This is an optimization exercise on Yosys and OpenROAD, whose aim is small area and a short achievable clock period, not a production implementation. Only simulation tests tie the RTL to the original design; equivalence was not proved. Power figures rest on the tool's default switching activity, not on a simulated workload.

==> flow/design.v <==
module scope_capture (
  input  logic        clk,
  input  logic        reset,
  input  logic [11:0] sin_in,
  input  logic [11:0] cos_in,
  input  logic [11:0] squ_in,
  input  logic [11:0] saw_in,
  input  logic [1:0]  sel,
  input  logic [11:0] trig_level,
  input  logic        trig_slope,
  input  logic [7:0]  decim,
  input  logic        arm,
  input  logic        abort,
  output logic        busy,
  output logic        done,
  input  logic [7:0]  rd_addr,
  output logic [11:0] rd_data
);
  logic        busy_q, done_q, capt_q;
  logic [1:0]  sel_q;
  logic [11:0] level_q;
  logic [7:0]  decim_q;
  logic [7:0]  rem_q;       
  logic        zero_q;      
  logic [7:0]  wptr_q;
  logic        rise_q;      
  logic        fall_q;      
  logic        slope_q;
  logic [11:0] cur;
  always_comb begin
    case (sel_q)
      2'd0:    cur = sin_in;
      2'd1:    cur = cos_in;
      2'd2:    cur = squ_in;
      default: cur = saw_in;
    endcase
  end
  logic cur_ge, cur_le;
  assign cur_ge = (cur >= level_q);
  assign cur_le = (cur <= level_q);
  logic wait_s, strobe, hit, last, arm_ok;
  assign wait_s = busy_q & ~capt_q;
  assign strobe = busy_q & zero_q;
  assign hit    = (rise_q & cur_ge) | (fall_q & cur_le);
  assign last   = &wptr_q;
  assign arm_ok = arm & ~abort & ~busy_q;
  logic wr_capt, wr_trig;
  assign wr_capt = ~abort & strobe & capt_q;
  assign wr_trig = ~abort & strobe & wait_s & hit;
  always_ff @(posedge clk or negedge reset) begin
    if (!reset) begin
      busy_q  <= 1'b0;
      done_q  <= 1'b0;
      capt_q  <= 1'b0;
      sel_q   <= 2'd0;
      level_q <= 12'd0;
      slope_q <= 1'b0;
      decim_q <= 8'd0;
      rem_q   <= 8'd0;
      zero_q  <= 1'b1;
      wptr_q  <= 8'd0;
      rise_q  <= 1'b0;
      fall_q  <= 1'b0;
    end else if (abort) begin
      busy_q <= 1'b0;
      done_q <= 1'b0;
      capt_q <= 1'b0;
    end else if (arm_ok) begin
      busy_q  <= 1'b1;
      done_q  <= 1'b0;
      capt_q  <= 1'b0;
      sel_q   <= sel;
      level_q <= trig_level;
      slope_q <= trig_slope;
      decim_q <= decim;
      rem_q   <= decim;
      zero_q  <= (decim == 8'd0);
      wptr_q  <= 8'd0;
      rise_q  <= 1'b0;
      fall_q  <= 1'b0;
    end else if (busy_q) begin
      if (zero_q) begin
        rem_q  <= decim_q;
        zero_q <= (decim_q == 8'd0);
        if (!capt_q) begin
          rise_q <= slope_q & ~cur_ge;
          fall_q <= ~slope_q & ~cur_le;
          if (hit) begin
            capt_q <= 1'b1;
            wptr_q <= 8'd1;
          end
        end else if (last) begin
          busy_q <= 1'b0;
          done_q <= 1'b1;
          capt_q <= 1'b0;
        end else begin
          wptr_q <= wptr_q + 8'd1;
        end
      end else begin
        rem_q  <= rem_q - 8'd1;
        zero_q <= (rem_q == 8'd1);
      end
    end
  end
  logic [11:0] mem_q [256];
  logic [255:0] we;
  always_comb begin
    for (int k = 0; k < 256; k++) we[k] = wr_capt & (wptr_q == 8'(k));
    we[0] = wr_trig;
  end
  always_ff @(posedge clk) begin
    for (int k = 0; k < 256; k++)
      if (we[k]) mem_q[k] <= cur;
  end
  logic [15:0]  rsel_lo, rsel_hi;
  logic [255:0] rsel;
  always_comb begin
    for (int i = 0; i < 16; i++) begin
      rsel_lo[i] = (rd_addr[3:0] == 4'(i));
      rsel_hi[i] = (rd_addr[7:4] == 4'(i));
    end
    for (int k = 0; k < 256; k++) rsel[k] = rsel_hi[k / 16] & rsel_lo[k % 16];
  end
  logic [11:0] grp_n [86];
  for (genvar g = 0; g < 86; g++) begin : g_rd
    localparam int K0 = 3 * g, K1 = 3 * g + 1, K2 = 3 * g + 2;
    for (genvar b = 0; b < 12; b++) begin : g_b
      if (K2 < 256) begin : g3
        scope_aoi222 u_aoi (
          .a1(rsel[K0]), .a2(mem_q[K0][b]),
          .b1(rsel[K1]), .b2(mem_q[K1][b]),
          .c1(rsel[K2]), .c2(mem_q[K2][b]),
          .y (grp_n[g][b])
        );
      end else begin : g1
        assign grp_n[g][b] = ~(rsel[K0] & mem_q[K0][b]);
      end
    end
  end
  logic [11:0] rd_d;
  always_comb begin
    rd_d = '0;
    for (int g = 0; g < 86; g++) rd_d = rd_d | ~grp_n[g];
  end
  logic [11:0] rd_q;
  always_ff @(posedge clk or negedge reset) begin
    if (!reset) rd_q <= 12'd0;
    else        rd_q <= rd_d;
  end
  assign busy    = busy_q;
  assign done    = done_q;
  assign rd_data = rd_q;
endmodule
module scope_aoi222 (
  input  logic a1, a2, b1, b2, c1, c2,
  output logic y
);
  assign y = ~((a1 & a2) | (b1 & b2) | (c1 & c2));
endmodule
==> flow/run.sh <==
#!/bin/bash
# synth_recipe.tcl (not shown) runs the flow's synth.tcl, then flattens the netlist and writes it again
# the make line also repeats each setting of config.mk as NAME=value (left out here)
make -C /OpenROAD-flow-scripts/flow DESIGN_CONFIG=/design/flow/config.mk WORK_HOME=/design/flow/orfs CLKGATE_MAP_FILE= SYNTH_SCRIPT=/design/flow/synth_recipe.tcl finish
==> flow/config.mk <==
export PLATFORM = sky130hd
export DESIGN_NAME = scope_capture
export DESIGN_NICKNAME = scope_capture
export VERILOG_FILES = /design/flow/design.v
export SDC_FILE = /design/flow/constraint.sdc
export NUM_CORES = 4
export LEC_CHECK = 0
export CAP_MARGIN = 20
export CORE_MARGIN = 2
export CORE_UTILIZATION = 60
export SETUP_SLACK_MARGIN = 2.4
export SLEW_MARGIN = 20
export SYNTH_HIERARCHICAL = 1
export SYNTH_MINIMUM_KEEP_SIZE = 0
==> flow/constraint.sdc <==
create_clock -name core_clock -period 5.0 [get_ports {clk}]
set_input_delay 1.0000 -clock core_clock [delete_from_list [all_inputs] [get_ports {clk}]]
set_output_delay 1.0000 -clock core_clock [all_outputs]
set_load 0.01 [all_outputs]
==> notes.md <==
-- per-module statistics from Yosys, one instance, submodules excluded --
module / times used / flip-flops and latches / area, um2 / cells inside
scope_aoi222: 1020 / 0 / 10.0 / 1
scope_capture: 1 / 3129 / 100000 / 4452
-- registers in the layout, indices dropped and copies added (netlist names) --
name,flops
zero_q,1
rise_q,1
mem_q,3072
fall_q,1
busy_q,1
level_q,12
sel_q,2
rem_q,8
capt_q,1
done_q,1
rd_q,12
wptr_q,8
slope_q,1
decim_q,8
-- layout make-up --
type	instances	area [um2]	area share [%]
Sequential cell	3129	93700	70.6
Multi-Input combinational cell	2239	18400	13.9
Clock buffer	399	8430	6.35
Timing Repair Buffer	780	7680	5.79
Tap cell	2464	3080	2.32
Clock inverter	145	1270	0.957
Inverter	19	71.3	0.0538
Antenna cell	13	32.5	0.0245
-- worst min path at each step --
stage / startpoint / to / slack, ns / cells after the start
2_1_floorplan: mem_q[255][0] / rd_q[0] / 0.45 / 2
3_3_place_gp: level_q[0] / level_q[0] / 0.47 / 2
3_5_place_dp: level_q[0] / level_q[0] / 0.48 / 2
4_1_cts: reset / rem_q[5] / 0.42 / 2
5_1_grt: reset / rem_q[5] / 0.49 / 2
6_report: reset / rem_q[5] / 0.48 / 2
-- metrics by stage --
step | instance area, um2 | total power (uW) | setup slack [ns]
2_1_floorplan | 111000 | 32300 | 1.02
3_3_place_gp | 119000 | 34100 | -0.624
3_5_place_dp | 119000 | 34200 | -0.615
4_1_cts | 131000 | 56700 | 2.01
5_1_grt | 133000 | 58100 | 1.87
6_report | 133000 | 56800 | 1.85
-- report_power, final --
group / internal, uW / total [uW] / switching (uW)
Combinational: 926 / 3830 / 2910
Sequential: 30200 / 30400 / 181
Clock: 13100 / 22500 / 9440
Total: 44200 / 56800 / 12500
-- critical path, cell delays in order --
cell and delay (ns):
buf_6 0.13, nor2b_4 0.16, nand3_4 0.21, nor2_1 0.24
a222oi_1 0.70, nand4_1 0.45, nor4_2 0.39, buf_4 0.19
nand2_1 0.10, a21oi_1 0.14, buf_4 0.12, nand4_1 0.09
-- kinds of logic (layout without fill, tap and decap cells) --
group / count (synthesis) / count (layout)
flip-flops: 3129 / 3129
AND/OR/NAND/NOR: 1085 / 1086
XOR/XNOR: 6 / 6
multiplexers: 19 / 19
AO/OA/AOI/OAI: 1110 / 1110
other: 0 / 13
adder cells (fa/ha/maj): 18 / 18
buffers and inverters: 105 / 1343
-- placed cells by master, fill, tap and decap left out, types with 16 or more instances in the layout --
cell type / n
nand4_1: 257
buf_12: 59
nand3_1: 22
buf_4: 542
clkbuf_16: 330
buf_6: 59
nor4_2: 19
nor4_1: 24
nor2_4: 53
o21ai_0: 21
dfrtp_1: 42
nor2_2: 137
inv_1: 19
clkinv_2: 49
bufinv_16: 23
buf_16: 18
clkdlybuf4s50_1: 73
nand2_4: 16
clkbuf_1: 71
nand2_1: 101
edfxtp_1: 3072
a21oi_1: 23
a222oi_1: 1020
nor2_1: 343
clkinv_1: 61
-- timing repair --
action,4_1_cts,5_1_grt
hold endpoints to repair,9,0
pin swaps,175,105
gates resized for setup,570,117
hold buffers,1,0
cloned,11,9
buffers inserted,67,59
endpoints found under the setup margin,4769,2142
-- layer usage --
metal	share of wire, %	up-vias
li1	-	26848
met1	37	33892
met2	46	4716
met3	12	611
met4	4.5	6
met5	0.012	-
==> flow_summary.json <==
{
  "status": "finished clean",
  "top_usage_layer": "met2",
  "endpoint_kind": "flop",
  "slew_violations": 0,
  "final_core_util_pct": 72.5,
  "via_count": 66073,
  "grt_start_max_net_pins": 186,
  "crit_arrival_ns": 3.96,
  "synth_top_area_share_pct": 83.4,
  "cap_violations": 0,
  "worst_pin_slew_ns": 1.24,
  "drive_gt1_share_pct": 22.3,
  "synth_top_family_by_area": "compound AO/OA/AOI/OAI gates",
  "synth-warning-count": 11,
  "syn_nets": 5573,
  "finalCritPeriodShare_pct": 63.0,
  "yosysMostFrequentCell": "edfxtp_1",
  "synthCells": 5472,
  "synth_compound_area_share_pct": 9.71,
  "drcViolationCount": 0,
  "met1_usage_pct": 51.0,
  "place_inst": 8482,
  "die_w_um": 433,
  "clk_latency_ns": 0.95,
  "synth-seq-area-share_pct": 84.7,
  "r2r-end": "mem_q[0][10]",
  "grt_use_total_pct": 35.1,
  "synth_edf_count": 3072,
  "ys_ff_latch": 3129,
  "antenna_found_initial": 14,
  "timing.rr.start": "sel_q[0]",
  "start_util_pct": 60.4,
  "tns_ns": 0,
  "syn_to_final_growth_pct": 20.0,
  "rows": 157,
  "slew_headroom_pct": 16.9,
  "vdd_drop_max_mv": 0.435,
  "drt_wl_total_um": 334000,
  "synthAdderAreaFrac_pct": 0.204,
  "drt_first_pass_iters": 8,
  "nNetsFinal": 6587,
  "endpoint": "rd_q[11]",
  "design.die.area_um2": 188000,
  "stdcell_count": 9188,
  "synth_xor_area_share_pct": 0.0475,
  "grt_pass1_wl_um": 460000,
  "numCtsBuffers": 317,
  "grt_pass1_vias": 61633,
  "rrSetupSlack_ns": 1.98,
  "setup_viol": 0,
  "max_freq_mhz": 318,
  "cts_root_buffer": "clkbuf_16",
  "finalHoldViolations": 0,
  "synth.avg_cell_area_um2": 20.2,
  "cts_tree": "built",
  "critPathLaunchType": "input port",
  "grt_overflow_total": 0,
  "fin_skew_ns": 0.0434,
  "clk_pin_slew_ns": 0.07,
  "yosysUniqueCellTypes": 53,
  "ios": 97,
  "post-synth-top-area-cell": "edfxtp_1",
  "use_met2_pct": 52.6,
  "hold_class": "input port to async pin",
  "coreArea_um2": 183000,
  "yosys-top-cells-count": "3072 x edfxtp_1, 1020 x a222oi_1, 532 x nor2_1",
  "worstRegToRegCells": 9,
  "port_buffers": 96,
  "required_ns": 5.81,
  "rsz0062_at_grt": "true",
  "die_h_um": 433,
  "whs_ns": 0.484,
  "crit_type": "input port to flop",
  "htreeDepth": 5,
  "cts.sinks": 3129,
  "crit_start": "rd_addr[6]",
  "cts_buffer_depth": 4,
  "power_density_nw_per_um2": 428,
  "drt-initial-drc-count": 13950,
  "routed_via_density": 7.19,
  "async_flop_share_pct": 1.82,
  "cp_max_fo": 12,
  "synth_area_um2": 111000,
  "fillers": 11205,
  "timing.final.crit_period_ns": 3.15,
  "avgRoutedWirePerCell_um": 36.4,
  "grt_util_met3_pct": 7.34,
  "synth_area_leaders": "edfxtp_1 83%, a222oi_1 9.2%, nor2_1 1.8%, nand4_1 1.5%, dfrtp_1 1.3%",
  "place_hpwl_um": 199000,
  "place_congestion": 0.926,
  "ys.flop_type": "edfxtp_1",
  "synthMuxAreaShare_pct": 0.317,
  "antenna_left": 0,
  "p_leak_uw": 0.0422,
  "synthSimpleGateAreaFrac_pct": 4.60
}

-- what the ideal ports hide --
How much do the figures lean on ideal ports? The routed layout below was timed once more, with nothing changed but the port constraints. Step 1: set_driving_cell puts a clkbuf_16 on clk and a buf_2 on each other input, an assumption about the parent block. Step 2 adds t to the input delays and takes it off the output delays; t is the mean of the earliest and latest rising clock arrival at the registers after step 1. Input paths then give back, and output paths get back, about the clock's delay inside the block. a / b / c = ideal / step 1 / step 2; a / b = the first two.
t, ns: 1.022
setup WS [ns]: 1.852 / 1.803 / 0.781
worst setup path at the end: input to register
worst register clock-pin slew, ns: 0.07 / 0.07
After both steps setup and hold are still met in this run. For this run, drivers alone change the setup slack by -0.049 ns; drivers and shift together by -1.071 ns.
